Context: an optimization exercise on an open-source flow, tuned for small area, a short achievable clock period and few clock cycles. The choices shown serve that exercise and are no tape-out recipe.
The RTL was checked by simulation tests, not by an equivalence proof against the original design.
Power figures rest on the tool's default switching activity, not on a simulated workload.

run 1:
## cpu16_top
module cpu16_top (
	input  logic        CLK,
	input  logic        rst_n,
	input  logic        imem_ack,
	input  logic [15:0] imem_data,
	input  logic        dmem_ack,
	input  logic [15:0] dmem_rdata,
	output logic        imem_req,
	output logic [15:0] imem_addr,
	output logic        dmem_req,
	output logic [32:0] dmem_cmd,
	output logic        halted
);
export LEC_CHECK = 0
export ABC_AREA = 1
export CAP_MARGIN = 20
export CORE_MARGIN = 2
export CORE_UTILIZATION = 40
export SETUP_SLACK_MARGIN = 3.5
export SLEW_MARGIN = 20
export TNS_END_PERCENT = 30
create_clock -name core_clock -period 6.5 [get_ports {CLK}]
standard.sh (not shown) runs the stock make flow with config.mk's settings and CLKGATE_MAP_FILE= SYNTH_SCRIPT=/design/flow/synth_recipe.tcl, a recipe that flattens the netlist after the stock synthesis.
==> flow/flow/run.sh <==
#!/bin/bash
set -e
export BUFFER_PORTS_ARGS="-buffer_cell sky130_fd_sc_hd__buf_2"
bash standard.sh > standard.log 2>&1
Run 1 finished all stages; the layout is clean.
Testbench counts of run 1, summed over its fixed seeds: cycles 42,776.
[inputs] run 2 vs run 1
Settings: changing CORE_UTILIZATION from 40 to 55; removing TNS_END_PERCENT (formerly 30).
==> flow/flow/run.sh <==
#!/bin/bash
set -e
export BUFFER_PORTS_ARGS="-buffer_cell sky130_fd_sc_hd__buf_1"
bash standard.sh > standard.log 2>&1
==> comparison <==
STATUS design area: run 2 wins against run 1. Per the comparison of run 2 with run 1, arrival time reported for the critical path endpoint rose 40 ps; total via count in the routed design higher; antenna cell count picked up an extra 1; leakage power of the design went down 2.4%. Run 2: flow completed, timing, DRC and antenna clean. When run 2 is measured against run 1, its met3 track demand over resource in global routing turns out 3.4 points higher. Area enclosed by the die boundary is higher on run 1. Run 2: final design utilization 17 points above run 1. The power consumption in run 2 was lower than what run 1 gave. Count of clock-buffer cells in the layout delta for run 2 relative to run 1: about 8% lower.
#### Input delta (run 3 over run 2)
Settings: TNS_END_PERCENT: unset -> 5; CORE_UTILIZATION: 55 -> 40.
==> flow/flow/run.sh <==
#!/bin/bash
set -e
export BUFFER_PORTS_ARGS="-buffer_cell sky130_fd_sc_hd__buf_2"
bash standard.sh > standard.log 2>&1
Notes after the runs:
Having completed the whole flow, run 3 delivered a layout that passed the timing, design-rule and antenna checks. Run 3 ended with more share of the clock period used by the worst path than run 2. Run 2 -> run 3: number of clock-tree buffers in the layout increased by a little under 10%. Run 3: normalized max-slew margin is 14 points lower than what run 2 reported. In run 3, the fraction of power consumed by the clock network came out 2.2 points above the value in run 2. Re buffering overhead: run 3 is 1.0 points down on run 2. met1 track utilization from global routing down 11 points in run 3 wrt run 2. Sequential share of layout area (higher): run 3. Between run 3 and run 2, the synthesis-to-layout area growth is lower for run 3.
Input changes introduced in run 4 (baseline for comparison: run 3):
Settings: TNS_END_PERCENT removed (was 5).
==> flow/run.sh (new file) <==
#!/bin/bash
# synth_recipe.tcl (not shown) runs the flow's synth.tcl, then flattens the netlist and writes it again
# the make line also repeats each setting of config.mk as NAME=value (left out here)
make -C /OpenROAD-flow-scripts/flow DESIGN_CONFIG=/design/flow/config.mk WORK_HOME=/design/flow/orfs CLKGATE_MAP_FILE= SYNTH_SCRIPT=/design/flow/synth_recipe.tcl finish
removed: flow/flow/run.sh
removed: flow/standard.sh
Findings:
Going from run 3 to run 4, combinational power grows by about 15%. On run 4: share of total power in combinational logic is 3.5 points higher than what run 3 gave. Relative to run 3, the final worst-path setup slack of run 4 is higher by 39 ps. Run 4 vs run 3 — cell area rose 0.0015 sq mm. Higher sequential share of layout area among run 3 and run 4: run 3. Comparing run 4 against run 3, there is no change at all in hold buffer count at cts. The final cell count reported for run 4 is greater than that of run 3 by 3.0%. Cmp run 4 vs run 3: fmax higher in run 4.
[inputs] run 5 vs run 4
Settings: CORE_UTILIZATION now 50, was 40.
==> flow/flow/run.sh (new file) <==
#!/bin/bash
set -e
export BUFFER_PORTS_ARGS="-buffer_cell sky130_fd_sc_hd__buf_2"
bash standard.sh > standard.log 2>&1
==> flow/standard.sh (new file) <==
#!/bin/bash
# synth_recipe.tcl (not shown) runs the flow's synth.tcl, then flattens the netlist and writes it again
# the make line also repeats each setting of config.mk as NAME=value (left out here)
make -C /OpenROAD-flow-scripts/flow DESIGN_CONFIG=/design/flow/config.mk WORK_HOME=/design/flow/orfs CLKGATE_MAP_FILE= SYNTH_SCRIPT=/design/flow/synth_recipe.tcl "${@:-finish}"
removed: flow/run.sh
[summary]
On die area, the higher figure sits with run 4, not run 5. Run 5: largest vdd supply drop higher than run 4. What run 5 reported for met2 wirelength from detailed routing has to be multiplied by 0.872 to get the figure for run 4. Note that the cell row count recorded for run 5 amounts to 0.892 times the value seen in run 4. Combined global-route utilization of all metal layers on run 5 is up relative to run 4.
> inputs changed (run 5 -> run 6)
Settings: CTS_CLUSTER_SIZE: unset -> 60; CORE_UTILIZATION: 50 -> 40.
## What came out
- NOTE: number of standard cells in the final layout excluding fillers in run 6 exceeds that of run 5
- The lower minimum setup slack in the final design of run 6 and run 5 is in run 6.
- | worst hold slack | higher: run 5 |
- [run 6 vs run 5] global-route usage: lower in run 6
- The higher final weighted congestion in routability-driven placement came out of run 5.

== job 101 ==
cpu16_top, a different RTL version from the one above (not shown whole).
Size in the first run: about 2,500 cells after synthesis, about 88 I/O pins, about 0.021 mm^2 of cells after synthesis.
make LEC_CHECK=0 ABC_AREA=1 CAP_MARGIN=20 CORE_MARGIN=2 CORE_UTILIZATION=40 SETUP_SLACK_MARGIN=3.3 SLEW_MARGIN=20 finish   # period 6.5 ns
run.sh (not shown) runs the stock make flow with config.mk's settings and CLKGATE_MAP_FILE= SYNTH_SCRIPT=/design/flow/synth_recipe.tcl, a recipe that flattens the netlist after the stock synthesis.
Stock flow here: none of the scripts above is used.
Testbench counts of job 101, summed over its fixed seeds: cycles 42,776.
For job 102, these inputs were changed with respect to job 101:
diff --git a/flow/config.mk b/flow/config.mk
--- a/flow/config.mk
+++ b/flow/config.mk
@@ -10,4 +10,4 @@
 export CORE_MARGIN = 2
-export CORE_UTILIZATION = 40
-export SETUP_SLACK_MARGIN = 3.3
+export CORE_UTILIZATION = 55
+export SETUP_SLACK_MARGIN = 3.5
 export SLEW_MARGIN = 20
Notes after the runs:
Of job 101 and job 102, the run reporting the higher total power of the final layout was job 102. Looking at job 101 and job 102, the total sequential power is a wash. In the tables for job 101 and job 102, final critical-path share of the clock period reads higher with job 101.
[inputs] job 103 vs job 102
diff --git a/flow/config.mk b/flow/config.mk
--- a/flow/config.mk
+++ b/flow/config.mk
@@ -10,3 +10,3 @@
 export CORE_MARGIN = 2
-export CORE_UTILIZATION = 55
+export CORE_UTILIZATION = 40
 export SETUP_SLACK_MARGIN = 3.5
--- outcome ---
Compared with job 102, in job 103 tap cell count grew by 169, first-pass GRT wire length grew by 5300 um, multi-input combinational cell count held steady.
Setup changes, job 103 to job 104
diff --git a/flow/config.mk b/flow/config.mk
--- a/flow/config.mk
+++ b/flow/config.mk
@@ -11,3 +11,3 @@
 export CORE_UTILIZATION = 40
-export SETUP_SLACK_MARGIN = 3.5
+export SETUP_SLACK_MARGIN = 4.0
 export SLEW_MARGIN = 20
==> comparison <==
Final worst-path cycle share (job 104 over job 103): decrease, 0.27 points. Diff job 104..job 103 | total core area | unchanged. Power of the clock network for job 104 is higher than for job 103. On combined flip-flop and latch cell area, job 104 and job 103 are basically level. Relative area of clock buffers and inverters in the final design in job 104 is 0.25 points below job 103. Routed wire length: job 104 > job 103. Job 104 vs. job 103: total power consumption of the routed design went up; via count of the first global-routing pass went up; non-clock buffer count went up. The number of cell instances on the worst register-to-register path of job 104 exceeds that of job 103 by 8. Taking job 104 as 1.0, job 103 lands at 0.940 on number of nets in the layout.

RTL: one of the versions met above, not the one the previous note started from.
For scale: about 2500 cells after synthesis, roughly 360 flip-flops, ~88 I/O pins, roughly 21000 um^2 of cells after synthesis.
export LEC_CHECK = 0
export ABC_AREA = 1
export CAP_MARGIN = 20
export CORE_MARGIN = 2
export CORE_UTILIZATION = 40
export CTS_BUF_LIST = sky130_fd_sc_hd__clkbuf_4
export SETUP_SLACK_MARGIN = 3.5
export SLEW_MARGIN = 20
create_clock -name core_clock -period 6.5 [get_ports {CLK}]
standard.sh (not shown) runs the stock make flow with config.mk's settings and CLKGATE_MAP_FILE= SYNTH_SCRIPT=/design/flow/synth_recipe.tcl, a recipe that flattens the netlist after the stock synthesis.
==> flow/flow/run.sh <==
#!/bin/bash
set -e
export BUFFER_PORTS_ARGS="-buffer_cell sky130_fd_sc_hd__buf_2"
bash standard.sh > standard.log 2>&1
Testbench counts at the start, summed over its fixed seeds: cycles 42,776.
==> next run, changes <==
Settings changed: CTS_BUF_LIST sky130_fd_sc_hd__clkbuf_4 to default, GPL_TIMING_DRIVEN from default to 0.
What happened: Sequential cell count is unchanged; cell count fell slightly; clock power came out higher by about a fifth; global-route usage climbs by 0.77 points; total power is higher by a few percent.

Setup of violet:
cpu16_top again, from the RTL that the note above started with.
Design cpu16_top, start of the top module:
module cpu16_top (
	input  logic        CLK,
	input  logic        rst_n,
	input  logic        imem_ack,
	input  logic [15:0] imem_data,
	input  logic        dmem_ack,
	input  logic [15:0] dmem_rdata,
	output logic        imem_req,
	output logic [15:0] imem_addr,
	output logic        dmem_req,
	output logic [32:0] dmem_cmd,
	output logic        halted
);
Settings: LEC_CHECK=0, ABC_AREA=1, CAP_MARGIN=20, CORE_MARGIN=2, CORE_UTILIZATION=40, SETUP_SLACK_MARGIN=3.6, SLEW_MARGIN=20; clock period 6.5 ns.
Scripts as last shown in full above: flow/flow/run.sh
Per the final summary, violet finished and its layout is clean on timing, DRC and antenna.
Testbench counts of violet, summed over its fixed seeds: cycles 42,776.
### violet -> onyx
Settings: SETUP_SLACK_MARGIN changed from 3.6 to 3.8.
==> flow/run.sh (new file) <==
#!/bin/bash
# synth_recipe.tcl (not shown) runs the flow's synth.tcl, then flattens the netlist and writes it again
# the make line also repeats each setting of config.mk as NAME=value (left out here)
make -C /OpenROAD-flow-scripts/flow DESIGN_CONFIG=/design/flow/config.mk WORK_HOME=/design/flow/orfs CLKGATE_MAP_FILE= SYNTH_SCRIPT=/design/flow/synth_recipe.tcl finish
removed: flow/flow/run.sh
removed: flow/standard.sh
--- outcome ---
- onyx ran to completion and came out clean on the timing, design-rule and antenna checks.
- Compared onyx vs violet, and pin slew with the least headroom to its limit is down in onyx.
- Looking at clock-buffer cell count, onyx sits 6.5% higher than violet does.
- Compared with violet, onyx degrades final non-filler cell area.
- Taking onyx as 1.0, violet lands at 0.811 on reported combinational group power.
- On detailed-routed wire length on met3, the higher figure sits with onyx, not violet.
- onyx against violet; cell count is up by a few percent.
- The placed cell count was comparable across violet and onyx.
- Delta (onyx minus violet): all-layer global routing usage up 2.1 points, clock share of power now sits lower, via count now sits higher.
#### Input delta (raven over onyx)
Settings: changing SETUP_SLACK_MARGIN from 3.8 to 3.5; setting CTS_CLUSTER_SIZE to 30 for the first time.
==> flow/flow/run.sh (new file) <==
#!/bin/bash
set -e
export BUFFER_PORTS_ARGS="-buffer_cell sky130_fd_sc_hd__buf_2"
bash standard.sh > standard.log 2>&1
==> flow/standard.sh (new file) <==
#!/bin/bash
# synth_recipe.tcl (not shown) runs the flow's synth.tcl, then flattens the netlist and writes it again
# the make line also repeats each setting of config.mk as NAME=value (left out here)
make -C /OpenROAD-flow-scripts/flow DESIGN_CONFIG=/design/flow/config.mk WORK_HOME=/design/flow/orfs CLKGATE_MAP_FILE= SYNTH_SCRIPT=/design/flow/synth_recipe.tcl "${@:-finish}"
removed: flow/run.sh
==> comparison <==
raven reports a lower internal power than onyx does.
raven vs onyx: routability congestion estimate from global placement down slightly
raven improves on onyx in global-route wire length before repair.
Looking only at setup slack, and setting everything else aside, the lower value of onyx and raven goes to onyx.
[inputs] ember vs raven
Settings: CORE_UTILIZATION now 55, was 40; CTS_CLUSTER_SIZE no longer set, was 30.
==> flow/run.sh (new file) <==
#!/bin/bash
# synth_recipe.tcl (not shown) runs the flow's synth.tcl, then flattens the netlist and writes it again
# the make line also repeats each setting of config.mk as NAME=value (left out here)
make -C /OpenROAD-flow-scripts/flow DESIGN_CONFIG=/design/flow/config.mk WORK_HOME=/design/flow/orfs CLKGATE_MAP_FILE= SYNTH_SCRIPT=/design/flow/synth_recipe.tcl finish
removed: flow/flow/run.sh
removed: flow/standard.sh
Notes after the runs:
ember: PASS, flow complete, no timing, DRC or antenna violations
In the final design statistics, ember uses fewer standard cells in total than raven.
raven → ember: headroom to the max-slew limit now larger, share of total power consumed by net switching about even.
Min setup slack after layout across ember and raven: raven
Of ember and raven, the lower logic gate share of total power belongs to raven.
Final hold slack (lower): raven
Inputs modified between ember and garnet:
Settings: CORE_UTILIZATION changed from 55 to 40.
==> flow/flow/run.sh (new file) <==
#!/bin/bash
set -e
export BUFFER_PORTS_ARGS="-buffer_cell sky130_fd_sc_hd__buf_2"
bash standard.sh > standard.log 2>&1
==> flow/standard.sh (new file) <==
#!/bin/bash
# synth_recipe.tcl (not shown) runs the flow's synth.tcl, then flattens the netlist and writes it again
# the make line also repeats each setting of config.mk as NAME=value (left out here)
make -C /OpenROAD-flow-scripts/flow DESIGN_CONFIG=/design/flow/config.mk WORK_HOME=/design/flow/orfs CLKGATE_MAP_FILE= SYNTH_SCRIPT=/design/flow/synth_recipe.tcl "${@:-finish}"
removed: flow/run.sh
Findings:
- Compared with ember, garnet shows shortest clock period the worst path allows after layout higher by 0.0068 ns.
- garnet vs ember — clock power share rose 0.5 points.
- ember has a higher setup fix buffers added after clock tree synthesis than garnet.
- When garnet is set beside ember, its cell depth of the worst flop-to-flop path turns out to be 3 larger.
- Summary of garnet over ember: via count shows a reduction of about 4%; count of buffers not belonging to the clock network in the layout shrank by about 22%; die outline area increased 0.014 mm2; final instance count without filler cells up 111.
- garnet vs ember: multi-input gate share of the layout cell area up
- A uppermost metal layer occupied by signal nets of met5 is what garnet shows, while met4 belongs to ember.
- garnet vs. ember: sum of internal, switching and leakage power fell about 2.4%; layout overhead on the synthesized area fell 3.9 points.

==> static timing again, ports no longer ideal <==
The flow's constraints put no driver on any port. The routed layouts listed below were extracted and timed again, unchanged, in two steps. Step 1: set_driving_cell puts a clkbuf_16 on CLK and a buf_2 on each other input, an assumption about the parent block. Step 2 adds t to the input delays and takes it off the output delays; t is the mean of the earliest and latest rising clock arrival at the registers after step 1. Input paths then give back, and output paths get back, about the clock's delay inside the block. Slacks: ideal ports / drivers / drivers and shift; pairs: ideal ports / drivers.
| run | t (ns) | setup WS [ns] | worst hold slack (ns) | worst data-port slew with drivers (ns) | pins driven straight from the clock port |
|---|---|---|---|---|---|
| run 1 | 0.641 | 3.347 / 3.295 / 2.812 | 0.473 / 0.473 / 0.473 | 0.05 | 1 |
| run 2 | 0.617 | 3.311 / 3.272 / 2.861 | 0.512 / 0.512 / 0.512 | 0.13 | 1 |
| run 3 | 0.639 | 3.302 / 3.244 / 2.736 | 0.473 / 0.473 / 0.473 | 0.05 | 1 |
| run 4 | 0.627 | 3.341 / 3.299 / 2.909 | 0.483 / 0.483 / 0.483 | 0.04 | 1 |
| run 5 | 0.599 | 3.366 / 3.314 / 2.830 | 0.533 / 0.533 / 0.533 | 0.14 | 1 |
| run 6 | 0.631 | 3.345 / 3.303 / 2.926 | 0.477 / 0.477 / 0.477 | 0.06 | 1 |
| job 101 | 0.633 | 3.097 / 3.041 / 2.593 | 0.488 / 0.488 / 0.488 | 0.09 | 1 |
| job 102 | 0.619 | 3.335 / 3.305 / 2.858 | 0.502 / 0.502 / 0.502 | 0.11 | 1 |
| job 103 | 0.629 | 3.328 / 3.295 / 2.868 | 0.488 / 0.488 / 0.488 | 0.04 | 1 |
| job 104 | 0.642 | 3.346 / 3.297 / 2.889 | 0.477 / 0.477 / 0.477 | 0.12 | 1 |
| the first run of note 3 | 0.879 | 3.368 / 3.328 / 2.621 | 0.492 / 0.492 / 0.492 | 0.05 | 1 |
| the second run of note 3 | 0.627 | 3.326 / 3.263 / 2.930 | 0.475 / 0.475 / 0.475 | 0.06 | 1 |
| violet | 0.632 | 3.360 / 3.311 / 3.000 | 0.507 / 0.507 / 0.507 | 0.08 | 1 |
| onyx | 0.633 | 3.358 / 3.310 / 2.934 | 0.496 / 0.496 / 0.496 | 0.06 | 1 |
| raven | 0.619 | 3.368 / 3.327 / 2.897 | 0.480 / 0.480 / 0.480 | 0.05 | 1 |
| ember | 0.631 | 3.375 / 3.331 / 2.817 | 0.507 / 0.507 / 0.507 | 0.14 | 1 |
| garnet | 0.619 | 3.368 / 3.327 / 2.897 | 0.480 / 0.480 / 0.480 | 0.05 | 1 |
After both steps setup and hold are still met in every run listed. The setup slack of the first run of note 3, which loses most, moves by -0.040 ns with the drivers and by -0.747 ns with both steps.
